What follows belongs to an exercise in optimizing a design on an open flow for small area and a short achievable clock period; a production flow would make more cautious choices. No run shown here included a check of the RTL's function; only the layout flow was run. Power is estimated from default activity; no workload was simulated.

==> flow/design.v, too long to show whole: its modules and the start of the top module <==
// module mac_ctrl: 46 lines
// module mac_mult_stage: 546 lines
// module mac_accumulator: 327 lines
// module mac_top: 52 lines
module mac_top #(
   parameter int A_WIDTH = 18,    
   parameter int B_WIDTH = 18,    
   parameter int P_WIDTH = 48     
) (
   input  logic                      clk,
   input  logic                      rst_n,
   input  logic signed [A_WIDTH-1:0] data_a,
   input  logic signed [B_WIDTH-1:0] data_b,
   input  mac_pkg::mac_op_e          op,
   input  logic                      activate_mac,   
   output logic signed [P_WIDTH-1:0] data_p,
   output logic                      p_valid
);
  // ...
==> flow/flow/run.sh <==
#!/bin/bash
# The standard layout with three changes:
#  - Yosys's coarse 'synth' calls run with -noabc, so that extract_fa sees the
#    full and half adders as the RTL writes them (the later ABC mapping pass is
#    unchanged);
#  - the port buffers are buf_2 cells (buffer_ports -buffer_cell);
#  - timing repair aims at a setup margin of 6.65 ns.
# The SDC (clock period, I/O delays, loads) is the standard flow's, unchanged. Each make
# step's log stays under orfs/logs; make's own output goes to flow_make.log.
set -euo pipefail
grep -q '^proc synth {args} { yosys synth -nofsm -noshare {\*}$args }' synth_recipe.tcl
sed 's/yosys synth -nofsm -noshare /yosys synth -nofsm -noshare -noabc /' synth_recipe.tcl > synth_noabc.tcl
bash standard.sh SYNTH_SCRIPT=$PWD/synth_noabc.tcl SETUP_SLACK_MARGIN=6.65 \
  "BUFFER_PORTS_ARGS=-buffer_cell sky130_fd_sc_hd__buf_2" finish > flow_make.log 2>&1
==> flow/standard.sh <==
#!/bin/bash
# synth_recipe.tcl (not shown) runs the flow's synth.tcl, then flattens the netlist and writes it again
# the make line also repeats each setting of config.mk as NAME=value (left out here)
make -C /OpenROAD-flow-scripts/flow DESIGN_CONFIG=/design/flow/config.mk WORK_HOME=/design/flow/orfs CLKGATE_MAP_FILE= SYNTH_SCRIPT=/design/flow/synth_recipe.tcl "${@:-finish}"
==> flow/config.mk <==
export PLATFORM = sky130hd
export DESIGN_NAME = mac_top
export DESIGN_NICKNAME = mac_top
export VERILOG_FILES = /design/flow/design.v
export SDC_FILE = /design/flow/constraint.sdc
export NUM_CORES = 4
export LEC_CHECK = 0
export CAP_MARGIN = 20
export CORE_MARGIN = 2
export CORE_UTILIZATION = 40
export SLEW_MARGIN = 20
==> flow/constraint.sdc <==
create_clock -name core_clock -period 10.0 [get_ports {clk}]
set_input_delay 2.0000 -clock core_clock [delete_from_list [all_inputs] [get_ports {clk}]]
set_output_delay 2.0000 -clock core_clock [all_outputs]
set_load 0.01 [all_outputs]
==> summary.txt, run 1 <==
Final layout
  – Multi-input combinational area share: roughly 59%
  – Synthesis-to-finish area growth: 23.6%
  – Non-Filler Instances: 1829
  – Biggest registers after layout: u_acc.p_q: 48 flops, u_mult.r0_q: 35 flops, u_mult.r1_q: 34 flops
  – Final nets: approximately 1700
  – Non-clk bufs: slightly above 200
  – Most flops, register: u_acc.p_q

Clocking
  – # hold bufs at CTS: 0
  – Clock sink count: between 150 and 200

Floorplan
  – Chip height: 185 um
  – Core Area: ~0.032 mm^2
  – Die Wd: 185 um

Run status
  – Status: finished clean

Synthesis
  – YS warnings: 3
  – XOR/XNOR share of the synthesized area: approximately 16%
  – Top cells by area, synth: dfxtp_1 25%, fa_1 23%, xnor2_1 13%, ha_1 9.9%, a22oi_1 8.8%
  – Synth Area per Inst: around 10 um^2

Route
  – Final WL: about 33000 um
  – Met2 wire length: approximately 15000 um
  – DR pass1 iterations: 8

Worst setup path
  – Crit Path Category: reg2reg
  – Worst path top cell family by delay: compound AO/OA/AOI/OAI gates
  – Req. time, crit path: around 10 ns
  – R2r setup slk: roughly 6.5 ns

Global routing
  – Top Usage Layer GRT: met2
  – Largest net degree at the start of global routing: 28
  – First-pass GRT wire length: approximately 53000 um

Pwr
  – Pleak: around 6.7 nW
  – Top Consumer: combinational cells

STA
  – Fin worst setup slack: 6.53 ns

Hold path
  – Hold path startpoint: u_ctrl.valid1_q
  – Hold depth: 0
==> run 2, diff against run 1 <==
--- a/flow/flow/run.sh
+++ b/flow/flow/run.sh
@@ -6,3 +6,3 @@
 #  - the port buffers are buf_2 cells (buffer_ports -buffer_cell);
-#  - timing repair aims at a setup margin of 6.65 ns.
+#  - timing repair aims at a setup margin of 6.5 ns.
 # The SDC (clock period, I/O delays, loads) is the standard flow's, unchanged. Each make
@@ -12,3 +12,3 @@
 sed 's/yosys synth -nofsm -noshare /yosys synth -nofsm -noshare -noabc /' synth_recipe.tcl > synth_noabc.tcl
-bash standard.sh SYNTH_SCRIPT=$PWD/synth_noabc.tcl SETUP_SLACK_MARGIN=6.65 \
+bash standard.sh SYNTH_SCRIPT=$PWD/synth_noabc.tcl SETUP_SLACK_MARGIN=6.5 \
   "BUFFER_PORTS_ARGS=-buffer_cell sky130_fd_sc_hd__buf_2" finish > flow_make.log 2>&1
==> summary.txt, run 2 <==
Final layout
  – Final nets: 1598 (-4.0%)
  – Most flops, register: u_acc.p_q
  – Antenna cells: 0
  – Share of cells above drive strength 1: a little under a fifth
  – Number of flip-flops in the largest register: 48
  – Final design utilization: between 40% and 50%
  – Commonest cells after routing, fill and taps aside: 199 x xnor2_1, 153 x a22oi_1, 148 x fa_1, 130 x dfxtp_1, 94 x ha_1
  – Synthesis-to-finish area growth: 16.1%
  – Biggest registers after layout: u_acc.p_q: 48 flops, u_mult.r0_q: 35 flops, u_mult.r1_q: 34 flops
  – Commonest non-fill, non-tap cell in the layout: xnor2_1

Worst setup path
  – RR Startpoint: u_ctrl.clr2_q
  – Worst path top cell family by delay: compound AO/OA/AOI/OAI gates
  – Crit Path Category: reg2reg
  – Crit path DAT: roughly 3.9 ns
  – Critical Path Start Type: register
  – CP Launch Point: u_ctrl.clr2_q
  – Req. time, crit path: 10.34 ns (about the same)
  – CP Depth: 14
  – CP max stage delay: roughly 0.48 ns
  – Worst-path cell chain: buf_12 > buf_12 > nor2b_2 > fa_1 > ha_4 > nand4_1 > or3_1 > o221a_1 > o32ai_4 > buf_6 > nor3_4 > o21ai_2 > mux2i_1 > xnor2_1
  – Reg2Reg Depth: 14
  – Bufs and invs on worst path: 3
  – Crit-path max FO: 6
  – Most frequent CP cell: buf_12
  – Crit-path slowest cell: fa_1
  – Worst setup EP type: register

Synthesis
  – YS warnings: 3 (unchanged)
  – Most frequent cell after synthesis: xnor2_1
  – Seq/Total Area, Yosys: a little over a quarter
  – Top cells by area, synth: dfxtp_1 25%, fa_1 23%, xnor2_1 13%, ha_1 9.9%, a22oi_1 8.8%
  – Net Count, Synth: between 1500 and 2000
  – Commonest cells in the synthesized netlist: 200 x xnor2_1, 163 x dfxtp_1, 153 x a22oi_1, 148 x fa_1, 103 x ha_1
  – Largest family of logic cells by synthesized area: adder cells
  – Yosys top cell area share: 25.0%
  – Fraction of the mapped netlist area in compound gates: about an eighth
  – Multiplexer share of the synthesized area: less than 1%
  – Synth Area in Adders: roughly 33%
  – Asr flop ratio synth: between 4 and 5%
  – Top cell type by total area after synthesis: dfxtp_1
  – Gate Count Post-Synth: around 1200
  – Simple-Gate Fraction of Synth Area: ~6.3%
  – Seq cells post-synth: 170
  – Netlist cell types: 45
  – Post-Syn Area: 0.0131 mm^2
  – Most used DFF post-synth: dfxtp_1
  – Number of synthesized flops with an enable pin: 0
  – XOR/XNOR share of the synthesized area: 15.8% (unchanged)
  – Synth Area per Inst: 10.5 um^2 (unchanged)

Floorplan
  – Starting Density: roughly two fifths
  – Chip height: 185 um (unchanged)
  – Site Rows: 66
  – Die Wd: 185 um (unchanged)
  – Die area: between 0.03 and 0.04 mm^2
  – Core Area: 0.0324 mm^2 (unchanged)
  – IO Pins: 90

STA
  – Slew HR: around 39%
  – Finish-stage setup viols: 0
  – Slew @ Worst Pin: 0.918 ns
  – TNS Setup: 0 ns
  – Skew final: between 0.01 and 0.015 ns
  – Hold Vio Cnt, Final: 0
  – Period minus WS final: about 3.6 ns
  – RSZ-0062 raised after global routing: yes
  – Fin crit share: roughly 36%
  – Fmax: approximately 0.28 GHz
  – Max-slew violations: 0

Clocking
  – # hold bufs at CTS: 0 (unchanged)
  – CTS Buf Count: 17
  – Clk root buf: clkbuf_16
  – Worst-path clk slew: roughly 0.070 ns
  – Max clock buf depth: 2
  – CTS tree: built
  – Clock sink count: 170 (unchanged)
  – Worst-Skew Late Latency: 0.45 ns
  – H-tree Lvls: 4

Route
  – Avg Vias per Cell: about 5.2
  – Post-DR wirelength/cell: roughly 18 um
  – Final WL: 31500 um (-5.8%)
  – DR pass1 iterations: 6 (-2)
  – Antenna viol nets, final: 0
  – Vias: 9127
  – First DRT Iteration DRCs: 761
  – DRC viols: 0

Pwr
  – Switch share: 42.3%
  – Cell-internal power: 2.87 mW
  – Cell Pwr Density: around 330 mW/mm^2
  – Switching power: approximately 2.1 mW
  – Power share of the clock group: around 13%
  – Combinational share of power: roughly 64%
  – Reg power frac: 23.2%
  – Pleak: 6.28 nW (-6.2%)
  – Worst VDD drop: roughly 0.13 mV

Global routing
  – Largest net degree at the start of global routing: 28 (unchanged)
  – Number of global-route vias before repair: 9280
  – First-pass GRT wire length: 50300 um (-4.2%)
  – Initial antenna violation count: 0
  – Total GRT Usage: 19.0%
  – Grt total ovfl: 0

Run status
  – Status: finished clean

Placement
  – PortBufs: about 90
  – GPL Wtd Cong: slightly above 0.8
  – Detailed Place HPWL: about 22000 um

Flow run
  – Max cap viols: 0

Hold path
  – Hold depth: 0 (unchanged)
  – HP Class: reg2reg
  – Hold path startpoint: u_ctrl.valid1_q
-- run 2: cell counts after synthesis --
No cell type changed its count.
-- run 2: path summary, 6_finish.rpt --
kind	end	slack, ns
max in group asynchronous	u_ctrl.zero2_q	8.41
hold reg to reg	u_ctrl.valid2_q	0.35
min in group asynchronous	u_ctrl.valid1_q	1.37
setup / recovery	u_acc.p_q[43]	6.45
hold / removal	u_ctrl.valid2_q	0.35
setup reg to reg	u_acc.p_q[43]	6.45
-- run 2: metrics by stage --
| stage | std cells | worst slack [ns] | hold slack, ns | area [um^2] | power, mW |
|---|---|---|---|---|---|
| 2_1_floorplan | 1249 | 6.45 | 0.329 | 13100 | 3.30 |
| 3_3_place_gp | 1694 | 5.49 | 0.335 | 13800 | 3.98 |
| 3_5_place_dp | 1694 | 5.41 | 0.336 | 13800 | 4.04 |
| 4_1_cts | 1740 | 6.48 | 0.353 | 14800 | 4.83 |
| 5_1_grt | 1761 | 6.31 | 0.367 | 15200 | 5.52 |
| 6_report | 1761 | 6.45 | 0.351 | 15200 | 4.98 |
-- run 2: cell type report --
class	instances	area, um^2
sequential	170	3560
multi-input combinational	891	9220
timing repair buffer	137	953
tap	442	553
fill	3076	17200
inverter	89	334
clock buffer	19	433
clock inverter	13	123
-- run 2: layer usage --
layer,up-vias,global-route usage [%],part of all wire (%)
met2,315,29.4,45
met5,-,0,0
met3,33,4.64,7.0
met4,0,5.27,1.3
met1,4529,26.7,46
li1,4250,-,-
-- run 2: cells by family (layout without fill, tap and decap cells) --
| family | Yosys count | count (layout) |
|---|---|---|
| xor gates and xnor gates | 236 | 236 |
| and+or+nand+nor | 153 | 153 |
| DFF | 170 | 170 |
| other | 1 | 1 |
| muxes | 11 | 11 |
| buffers and inverters | 188 | 258 |
| adders and majority gates | 251 | 251 |
| AOI/OAI and AO/OA | 239 | 239 |
-- run 2: timing repair --
action                                  CTS  global route
endpoints found under the setup margin   61            27
resized for setup                        82            55
buffers inserted                         12            21
pin swaps                                14            28
gates cloned                              2             0
hold endpoints to repair                  0             0
-- run 2: power groups by stage --
stage                     clock, mW  sequential, mW  combinational (mW)
after global placement            0            1.19                2.79
after CTS                     0.647            1.16                3.01
after detailed placement          0            1.18                2.86
after floorplan                   0            1.15                2.15
final                         0.626            1.15                3.20
after global routing          0.676            1.19                3.65

[port drivers added, routing unchanged]
In the flow no input, the clock included, has a driving cell. The finished layouts below were timed again as built, in two steps.
Step 1 (the two cells are an assumption about what drives the block):
set clk [get_ports {clk}]
set_driving_cell -lib_cell sky130_fd_sc_hd__clkbuf_16 $clk
set_driving_cell -lib_cell sky130_fd_sc_hd__buf_2 [delete_from_list [all_inputs] $clk]
Step 2 moves the port delays by t, midway between the first and last clock arrival at a register: inputs arrive t later, outputs are due t later. That takes back most of the time a late clock gives input paths.
Slacks: ideal ports / drivers / drivers and shift; pairs: ideal ports / drivers.
| run | t, ns | slack for setup (ns) | worst register clock-pin slew, ns |
|---|---|---|---|
| run 1 | 0.492 | 6.529 / 6.529 / 6.529 | 0.07 / 0.07 |
| run 2 | 0.489 | 6.446 / 6.446 / 6.446 | 0.07 / 0.07 |
After both steps every run listed still meets setup and hold.
